This is an optimization exercise on Yosys and OpenROAD, whose aim is small area, a short achievable clock period and few clock cycles per item, not a production implementation. The RTL was checked by simulation tests, not by an equivalence proof against the original design.

==> fjord <==
==> flow/design.v <==
package ils_pkg;
  localparam int CAPACITY  = 16;
  localparam int WORD_BITS = 64;
  localparam int IDX_W     = $clog2(CAPACITY);
  localparam int CNT_W     = $clog2(CAPACITY + 1);
  localparam logic [2:0] FN_INSERT = 3'd0;
  localparam logic [2:0] FN_DELETE = 3'd1;
  localparam logic [2:0] FN_FIND   = 3'd2;
  localparam logic [2:0] FN_GET    = 3'd3;
  localparam logic [2:0] FN_UPDATE = 3'd4;
  localparam logic [1:0] ST_OK      = 2'd0;
  localparam logic [1:0] ST_RANGE   = 2'd1;
  localparam logic [1:0] ST_FULL    = 2'd2;
  localparam logic [1:0] ST_MISSING = 2'd3;
endpackage
module ils_cell (
  input  logic                          clk,
  input  logic                          rst,
  input  logic                          alloc,     
  input  logic                          ins_ok,
  input  logic                          del_ok,
  input  logic                          upd_ok,
  input  logic                          find,
  input  logic                          get_ok,
  input  logic [ils_pkg::IDX_W-1:0]     pos_in,
  input  logic [ils_pkg::WORD_BITS-1:0] word_in,
  output logic [ils_pkg::WORD_BITS-1:0] word,
  output logic [ils_pkg::IDX_W-1:0]     pos,
  output logic                          live,
  output logic                          hit_next
);
  logic at, above_or_at;
  assign at          = live && (pos == pos_in);
  assign above_or_at = pos >= pos_in;
  assign hit_next = (find && live && (word == word_in)) || (get_ok && at);
  always_ff @(posedge clk) begin
    if ((ins_ok && alloc) || (upd_ok && at)) word <= word_in;
  end
  always_ff @(posedge clk) begin
    if (ins_ok) begin
      if (alloc) pos <= pos_in;
      else if (above_or_at) pos <= pos + 1'b1;
    end else if (del_ok && above_or_at) begin
      pos <= pos - 1'b1;
    end
  end
  always_ff @(posedge clk) begin
    if (rst) live <= 1'b0;
    else if (ins_ok && alloc) live <= 1'b1;
    else if (del_ok && at) live <= 1'b0;
  end
endmodule
module ils_reduce (
  input  logic [ils_pkg::CAPACITY-1:0]                         hits,
  input  logic                                                 get,
  input  logic [ils_pkg::CAPACITY-1:0][ils_pkg::IDX_W-1:0]     pos,
  input  logic [ils_pkg::CAPACITY-1:0][ils_pkg::WORD_BITS-1:0] words,
  output logic                                                 any,
  output logic [ils_pkg::IDX_W-1:0]                            first,
  output logic [ils_pkg::WORD_BITS-1:0]                        sel_word
);
  logic [ils_pkg::CAPACITY-1:0] at_pos;
  always_comb begin
    at_pos = '0;
    for (int s = 0; s < ils_pkg::CAPACITY; s++) begin
      at_pos = at_pos | ({ils_pkg::CAPACITY{hits[s]}} & (ils_pkg::CAPACITY'(1) << pos[s]));
    end
  end
  always_comb begin
    first = '0;
    for (int q = ils_pkg::CAPACITY - 1; q >= 0; q--) begin
      if (at_pos[q]) first = ils_pkg::IDX_W'(q);
    end
  end
  always_comb begin
    sel_word = '0;
    for (int s = 0; s < ils_pkg::CAPACITY; s++) begin
      sel_word = sel_word | (words[s] & {ils_pkg::WORD_BITS{hits[s] && get}});
    end
  end
  assign any = |hits;
endmodule
module indexed_list_store (
  input  logic        clk,
  input  logic        rst,
  input  logic        req_valid,
  output logic        req_stall,
  input  logic [2:0]  req_func,
  input  logic [6:0]  req_position,
  input  logic [63:0] req_word,
  output logic        rsp_valid,
  input  logic        rsp_stall,
  output logic [1:0]  rsp_status,
  output logic [5:0]  rsp_found_at,
  output logic [63:0] rsp_word,
  output logic [6:0]  rsp_count
);
  localparam int N  = ils_pkg::CAPACITY;
  localparam int IW = ils_pkg::IDX_W;
  localparam int CW = ils_pkg::CNT_W;
  localparam int WB = ils_pkg::WORD_BITS;
  logic [CW-1:0] fill, fill_next;
  logic          accept;
  logic       in_range, pos_ok_ins;
  logic       ins_ok, del_ok, upd_ok, find, get_ok;
  logic [1:0] status_now;
  assign accept     = req_valid && !req_stall;
  assign in_range   = 7'(fill) > req_position;
  assign pos_ok_ins = req_position <= 7'(fill);
  always_comb begin
    ins_ok     = 1'b0;
    del_ok     = 1'b0;
    upd_ok     = 1'b0;
    find       = 1'b0;
    get_ok     = 1'b0;
    status_now = ils_pkg::ST_OK;
    fill_next  = fill;
    case (req_func)
      ils_pkg::FN_INSERT: begin
        if (!pos_ok_ins) status_now = ils_pkg::ST_RANGE;
        else if (fill[CW-1]) status_now = ils_pkg::ST_FULL;
        else begin
          ins_ok    = 1'b1;
          fill_next = fill + CW'(1);
        end
      end
      ils_pkg::FN_DELETE: begin
        if (!in_range) status_now = ils_pkg::ST_RANGE;
        else begin
          del_ok    = 1'b1;
          fill_next = fill - CW'(1);
        end
      end
      ils_pkg::FN_FIND: begin
        find       = 1'b1;
        status_now = ils_pkg::ST_MISSING;
      end
      ils_pkg::FN_GET: begin
        if (!in_range) status_now = ils_pkg::ST_RANGE;
        else get_ok = 1'b1;
      end
      ils_pkg::FN_UPDATE: begin
        if (!in_range) status_now = ils_pkg::ST_RANGE;
        else upd_ok = 1'b1;
      end
      default: status_now = ils_pkg::ST_RANGE;
    endcase
  end
  logic [N-1:0][WB-1:0] words;
  logic [N-1:0][IW-1:0] pos;
  logic [N-1:0]         live;
  logic [N-1:0]         hit_next;
  logic [N-1:0]         alloc;
  always_comb begin
    alloc = '0;
    for (int s = N - 1; s >= 0; s--) begin
      if (!live[s]) alloc = N'(1) << s;
    end
  end
  for (genvar s = 0; s < N; s++) begin : g_slot
    ils_cell u_cell (
      .clk      (clk),
      .rst      (rst),
      .alloc    (alloc[s]),
      .ins_ok   (accept && ins_ok),
      .del_ok   (accept && del_ok),
      .upd_ok   (accept && upd_ok),
      .find     (find),
      .get_ok   (get_ok),
      .pos_in   (req_position[IW-1:0]),
      .word_in  (req_word),
      .word     (words[s]),
      .pos      (pos[s]),
      .live     (live[s]),
      .hit_next (hit_next[s])
    );
  end
  logic          r_v, r_find, r_get;
  logic [1:0]    r_status;
  logic [CW-1:0] r_count;
  logic [N-1:0]  r_hits;
  logic          any;
  logic [IW-1:0] first;
  logic [WB-1:0] sel_word;
  ils_reduce u_reduce (
    .hits     (r_hits),
    .get      (r_get),
    .pos      (pos),
    .words    (words),
    .any      (any),
    .first    (first),
    .sel_word (sel_word)
  );
  logic [1:0]    red_status;
  logic [IW-1:0] red_found;
  assign red_status = r_find ? (any ? ils_pkg::ST_OK : ils_pkg::ST_MISSING) : r_status;
  assign red_found  = (r_find && any) ? first : '0;
  logic          o_v;
  logic [1:0]    o_status;
  logic [IW-1:0] o_found;
  logic [WB-1:0] o_word;
  logic [CW-1:0] o_count;
  logic          s_v;
  logic [1:0]    s_status;
  logic [IW-1:0] s_found;
  logic [WB-1:0] s_word;
  logic [CW-1:0] s_count;
  logic o_free, o_load, s_load, r_done;
  logic r_v_next, o_v_next, s_v_next;
  assign o_free = !o_v || !rsp_stall;
  assign o_load = o_free && (s_v || r_v);
  assign s_load = r_v && (o_free ? s_v : !s_v);
  assign r_done = r_v && (o_free || !s_v);
  assign r_v_next = accept || (r_v && !r_done);
  assign o_v_next = o_load || !o_free;
  assign s_v_next = s_load || (s_v && !o_free);
  always_ff @(posedge clk) begin
    if (rst) begin
      fill      <= '0;
      r_v       <= 1'b0;
      o_v       <= 1'b0;
      s_v       <= 1'b0;
      req_stall <= 1'b0;
    end else begin
      if (accept) fill <= fill_next;
      r_v       <= r_v_next;
      o_v       <= o_v_next;
      s_v       <= s_v_next;
      req_stall <= r_v_next && o_v_next && s_v_next;
    end
  end
  always_ff @(posedge clk) begin
    if (accept) begin
      r_find   <= find;
      r_get    <= get_ok;
      r_status <= status_now;
      r_count  <= fill_next;
      r_hits   <= hit_next;
    end
  end
  always_ff @(posedge clk) begin
    if (s_load) begin
      s_status <= red_status;
      s_found  <= red_found;
      s_word   <= sel_word;
      s_count  <= r_count;
    end
  end
  always_ff @(posedge clk) begin
    if (o_load) begin
      if (s_v) begin
        o_status <= s_status;
        o_found  <= s_found;
        o_word   <= s_word;
        o_count  <= s_count;
      end else begin
        o_status <= red_status;
        o_found  <= red_found;
        o_word   <= sel_word;
        o_count  <= r_count;
      end
    end
  end
  assign rsp_valid    = o_v;
  assign rsp_status   = o_status;
  assign rsp_found_at = 6'(o_found);
  assign rsp_word     = o_word;
  assign rsp_count    = 7'(o_count);
endmodule
==> flow/run.sh <==
#!/bin/bash
# synth_recipe.tcl (not shown) runs the flow's synth.tcl, then flattens the netlist and writes it again
# the make line also repeats each setting of config.mk as NAME=value (left out here)
make -C /OpenROAD-flow-scripts/flow DESIGN_CONFIG=/design/flow/config.mk WORK_HOME=/design/flow/orfs CLKGATE_MAP_FILE= SYNTH_SCRIPT=/design/flow/synth_recipe.tcl finish
==> flow/config.mk <==
export PLATFORM = sky130hd
export DESIGN_NAME = indexed_list_store
export DESIGN_NICKNAME = indexed_list_store
export VERILOG_FILES = /design/flow/design.v
export SDC_FILE = /design/flow/constraint.sdc
export NUM_CORES = 4
export LEC_CHECK = 0
export ABC_CLOCK_PERIOD_IN_PS = 2700
export CAP_MARGIN = 20
export CORE_MARGIN = 2
export CORE_UTILIZATION = 45
export PLACE_DENSITY = 0.6
export SETUP_SLACK_MARGIN = 3.3
export SLEW_MARGIN = 20
==> flow/constraint.sdc <==
create_clock -name core_clock -period 6.0 [get_ports {clk}]
set_input_delay 1.2000 -clock core_clock [delete_from_list [all_inputs] [get_ports {clk}]]
set_output_delay 1.2000 -clock core_clock [all_outputs]
set_load 0.01 [all_outputs]
==> inputs of garnet, as changes to fjord <==
--- a/flow/design.v
+++ b/flow/design.v
@@ -17,42 +17,53 @@
   input  logic                          clk,
   input  logic                          rst,
   input  logic                          alloc,     
-  input  logic                          ins_ok,
-  input  logic                          del_ok,
-  input  logic                          upd_ok,
+  input  logic                          ins_ok,    
+  input  logic                          shift,     
+  input  logic                          down,      
+  input  logic                          is_ins,    
+  input  logic                          wr_upd,    
+  input  logic                          wr_del,    
   input  logic                          find,
-  input  logic                          get_ok,
+  input  logic                          get,
+  input  logic                          pos_lo,    
   input  logic [ils_pkg::IDX_W-1:0]     pos_in,
   input  logic [ils_pkg::WORD_BITS-1:0] word_in,
   output logic [ils_pkg::WORD_BITS-1:0] word,
   output logic [ils_pkg::IDX_W-1:0]     pos,
   output logic                          live,
-  output logic                          hit_next
+  output logic                          hit_next,  
+  output logic                          sel_next   
 );
-  logic at, above_or_at;
-  assign at          = live && (pos == pos_in);
-  assign above_or_at = pos >= pos_in;
-  assign hit_next = (find && live && (word == word_in)) || (get_ok && at);
-  always_ff @(posedge clk) begin
-    if ((ins_ok && alloc) || (upd_ok && at)) word <= word_in;
-  end
-  always_ff @(posedge clk) begin
-    if (ins_ok) begin
-      if (alloc) pos <= pos_in;
-      else if (above_or_at) pos <= pos + 1'b1;
-    end else if (del_ok && above_or_at) begin
-      pos <= pos - 1'b1;
-    end
+  logic at, ge, we, kill;
+  logic [ils_pkg::IDX_W-1:0] step;
+  assign at = live && pos_lo && (pos == pos_in);
+  assign ge = pos_lo && (pos >= pos_in);
+  assign we   = (is_ins && alloc) || (wr_upd && at);
+  assign kill = wr_del && at;
+  assign hit_next = find && live && (word == word_in);
+  assign sel_next = get && at;
+  always_ff @(posedge clk) begin
+    if (we) word <= word_in;
+  end
+  always_comb begin
+    step[0] = 1'b1;
+    for (int k = 1; k < ils_pkg::IDX_W; k++) begin
+      step[k] = step[k-1] && (pos[k-1] ^ down);
+    end
+  end
+  always_ff @(posedge clk) begin
+    if (is_ins && alloc) pos <= pos_in;
+    else if (shift && ge) pos <= pos ^ step;
   end
   always_ff @(posedge clk) begin
     if (rst) live <= 1'b0;
     else if (ins_ok && alloc) live <= 1'b1;
-    else if (del_ok && at) live <= 1'b0;
+    else if (kill) live <= 1'b0;
   end
 endmodule
 module ils_reduce (
   input  logic [ils_pkg::CAPACITY-1:0]                         hits,
-  input  logic                                                 get,
+  input  logic [ils_pkg::CAPACITY-1:0]                         sels,
   input  logic [ils_pkg::CAPACITY-1:0][ils_pkg::IDX_W-1:0]     pos,
   input  logic [ils_pkg::CAPACITY-1:0][ils_pkg::WORD_BITS-1:0] words,
   output logic                                                 any,
@@ -61,9 +72,11 @@
 );
   logic [ils_pkg::CAPACITY-1:0] at_pos;
   always_comb begin
-    at_pos = '0;
-    for (int s = 0; s < ils_pkg::CAPACITY; s++) begin
-      at_pos = at_pos | ({ils_pkg::CAPACITY{hits[s]}} & (ils_pkg::CAPACITY'(1) << pos[s]));
+    for (int q = 0; q < ils_pkg::CAPACITY; q++) begin
+      at_pos[q] = 1'b0;
+      for (int s = 0; s < ils_pkg::CAPACITY; s++) begin
+        at_pos[q] = at_pos[q] | (hits[s] && pos[s] == ils_pkg::IDX_W'(q));
+      end
     end
   end
   always_comb begin
@@ -75,7 +88,7 @@
   always_comb begin
     sel_word = '0;
     for (int s = 0; s < ils_pkg::CAPACITY; s++) begin
-      sel_word = sel_word | (words[s] & {ils_pkg::WORD_BITS{hits[s] && get}});
+      sel_word = sel_word | (words[s] & {ils_pkg::WORD_BITS{sels[s]}});
     end
   end
   assign any = |hits;
@@ -102,11 +115,16 @@
   logic [CW-1:0] fill, fill_next;
   logic          accept;
   logic       in_range, pos_ok_ins;
-  logic       ins_ok, del_ok, upd_ok, find, get_ok;
+  logic       ins_ok, del_ok, upd_ok, find, get_ok, is_ins, is_del, is_upd, is_get, pos_lo;
   logic [1:0] status_now;
   assign accept     = req_valid && !req_stall;
   assign in_range   = 7'(fill) > req_position;
   assign pos_ok_ins = req_position <= 7'(fill);
+  assign pos_lo     = req_position[6:IW] == '0;
+  assign is_ins     = req_func == ils_pkg::FN_INSERT;
+  assign is_del     = req_func == ils_pkg::FN_DELETE;
+  assign is_upd     = req_func == ils_pkg::FN_UPDATE;
+  assign is_get     = req_func == ils_pkg::FN_GET;
   always_comb begin
     ins_ok     = 1'b0;
     del_ok     = 1'b0;
@@ -149,7 +167,7 @@
   logic [N-1:0][WB-1:0] words;
   logic [N-1:0][IW-1:0] pos;
   logic [N-1:0]         live;
-  logic [N-1:0]         hit_next;
+  logic [N-1:0]         hit_next, sel_next;
   logic [N-1:0]         alloc;
   always_comb begin
     alloc = '0;
@@ -163,28 +181,32 @@
       .rst      (rst),
       .alloc    (alloc[s]),
       .ins_ok   (accept && ins_ok),
-      .del_ok   (accept && del_ok),
-      .upd_ok   (accept && upd_ok),
+      .shift    (accept && ((is_ins && !fill[CW-1]) || is_del)),
+      .down     (is_del),
+      .is_ins   (is_ins),
+      .wr_upd   (accept && is_upd),
+      .wr_del   (accept && is_del),
       .find     (find),
-      .get_ok   (get_ok),
+      .get      (is_get),
+      .pos_lo   (pos_lo),
       .pos_in   (req_position[IW-1:0]),
       .word_in  (req_word),
       .word     (words[s]),
       .pos      (pos[s]),
       .live     (live[s]),
-      .hit_next (hit_next[s])
+      .hit_next (hit_next[s]),
+      .sel_next (sel_next[s])
     );
   end
-  logic          r_v, r_find, r_get;
+  logic          r_v, r_find;
   logic [1:0]    r_status;
-  logic [CW-1:0] r_count;
-  logic [N-1:0]  r_hits;
+  logic [N-1:0]  r_hits, r_sels;
   logic          any;
   logic [IW-1:0] first;
   logic [WB-1:0] sel_word;
   ils_reduce u_reduce (
     .hits     (r_hits),
-    .get      (r_get),
+    .sels     (r_sels),
     .pos      (pos),
     .words    (words),
     .any      (any),
@@ -200,65 +222,34 @@
   logic [IW-1:0] o_found;
   logic [WB-1:0] o_word;
   logic [CW-1:0] o_count;
-  logic          s_v;
-  logic [1:0]    s_status;
-  logic [IW-1:0] s_found;
-  logic [WB-1:0] s_word;
-  logic [CW-1:0] s_count;
-  logic o_free, o_load, s_load, r_done;
-  logic r_v_next, o_v_next, s_v_next;
-  assign o_free = !o_v || !rsp_stall;
-  assign o_load = o_free && (s_v || r_v);
-  assign s_load = r_v && (o_free ? s_v : !s_v);
-  assign r_done = r_v && (o_free || !s_v);
-  assign r_v_next = accept || (r_v && !r_done);
-  assign o_v_next = o_load || !o_free;
-  assign s_v_next = s_load || (s_v && !o_free);
+  logic o_load;
+  assign o_load    = r_v && (!o_v || !rsp_stall);
+  assign req_stall = r_v && o_v && rsp_stall;
   always_ff @(posedge clk) begin
     if (rst) begin
-      fill      <= '0;
-      r_v       <= 1'b0;
-      o_v       <= 1'b0;
-      s_v       <= 1'b0;
-      req_stall <= 1'b0;
+      fill <= '0;
+      r_v  <= 1'b0;
+      o_v  <= 1'b0;
     end else begin
       if (accept) fill <= fill_next;
-      r_v       <= r_v_next;
-      o_v       <= o_v_next;
-      s_v       <= s_v_next;
-      req_stall <= r_v_next && o_v_next && s_v_next;
+      r_v <= accept || (r_v && !o_load);
+      o_v <= o_load || (o_v && rsp_stall);
     end
   end
   always_ff @(posedge clk) begin
     if (accept) begin
       r_find   <= find;
-      r_get    <= get_ok;
       r_status <= status_now;
-      r_count  <= fill_next;
       r_hits   <= hit_next;
-    end
-  end
-  always_ff @(posedge clk) begin
-    if (s_load) begin
-      s_status <= red_status;
-      s_found  <= red_found;
-      s_word   <= sel_word;
-      s_count  <= r_count;
+      r_sels   <= sel_next;
     end
   end
   always_ff @(posedge clk) begin
     if (o_load) begin
-      if (s_v) begin
-        o_status <= s_status;
-        o_found  <= s_found;
-        o_word   <= s_word;
-        o_count  <= s_count;
-      end else begin
-        o_status <= red_status;
-        o_found  <= red_found;
-        o_word   <= sel_word;
-        o_count  <= r_count;
-      end
+      o_status <= red_status;
+      o_found  <= red_found;
+      o_word   <= sel_word;
+      o_count  <= fill;
     end
   end
   assign rsp_valid    = o_v;
ABC_CLOCK_PERIOD_IN_PS = not set   (was 2700)
CORE_UTILIZATION = 30   (was 45)
CTS_CLUSTER_DIAMETER = 100   (was not set)
CTS_CLUSTER_SIZE = 18   (was not set)
PLACE_DENSITY = 0.45   (was 0.6)
SETUP_SLACK_MARGIN = 3.2   (was 3.3)
TNS_END_PERCENT = 10   (was not set)
==> notes <==
Against fjord, the synthesized area of garnet is lower by about 8%.
Against garnet, the synthesized cell count of fjord is higher by 7.7%.
garnet produced a clean layout. fjord stopped in 5_1_grt.
Testbench counts of fjord, summed over its fixed seeds: cycles 32,016, items 32,000.
Testbench counts of garnet, summed over its fixed seeds: cycles 32,016, items 32,000.

-- re-timing with driven ports --
In the flow no input, the clock included, has a driving cell. The finished layout below was timed again as built, in two steps.
Step 1: set_driving_cell puts a clkbuf_16 on clk and a buf_2 on each other input, an assumption about the parent block.
Step 2 times the ports against the registers' clock, not the clock port: input delays grow and output delays shrink by t, the midpoint of the rising clock arrivals with the driver on.
Slacks: ideal / step 1 / step 2; pairs: ideal / step 1.
run: garnet
shift t [ns]: 0.908
slack for setup (ns): 2.821 / 2.832 / 1.988
worst setup path after step 2: input to register
After both steps setup and hold are still met in garnet. For garnet, drivers alone change the setup slack by +0.011 ns; drivers and shift together by -0.833 ns.
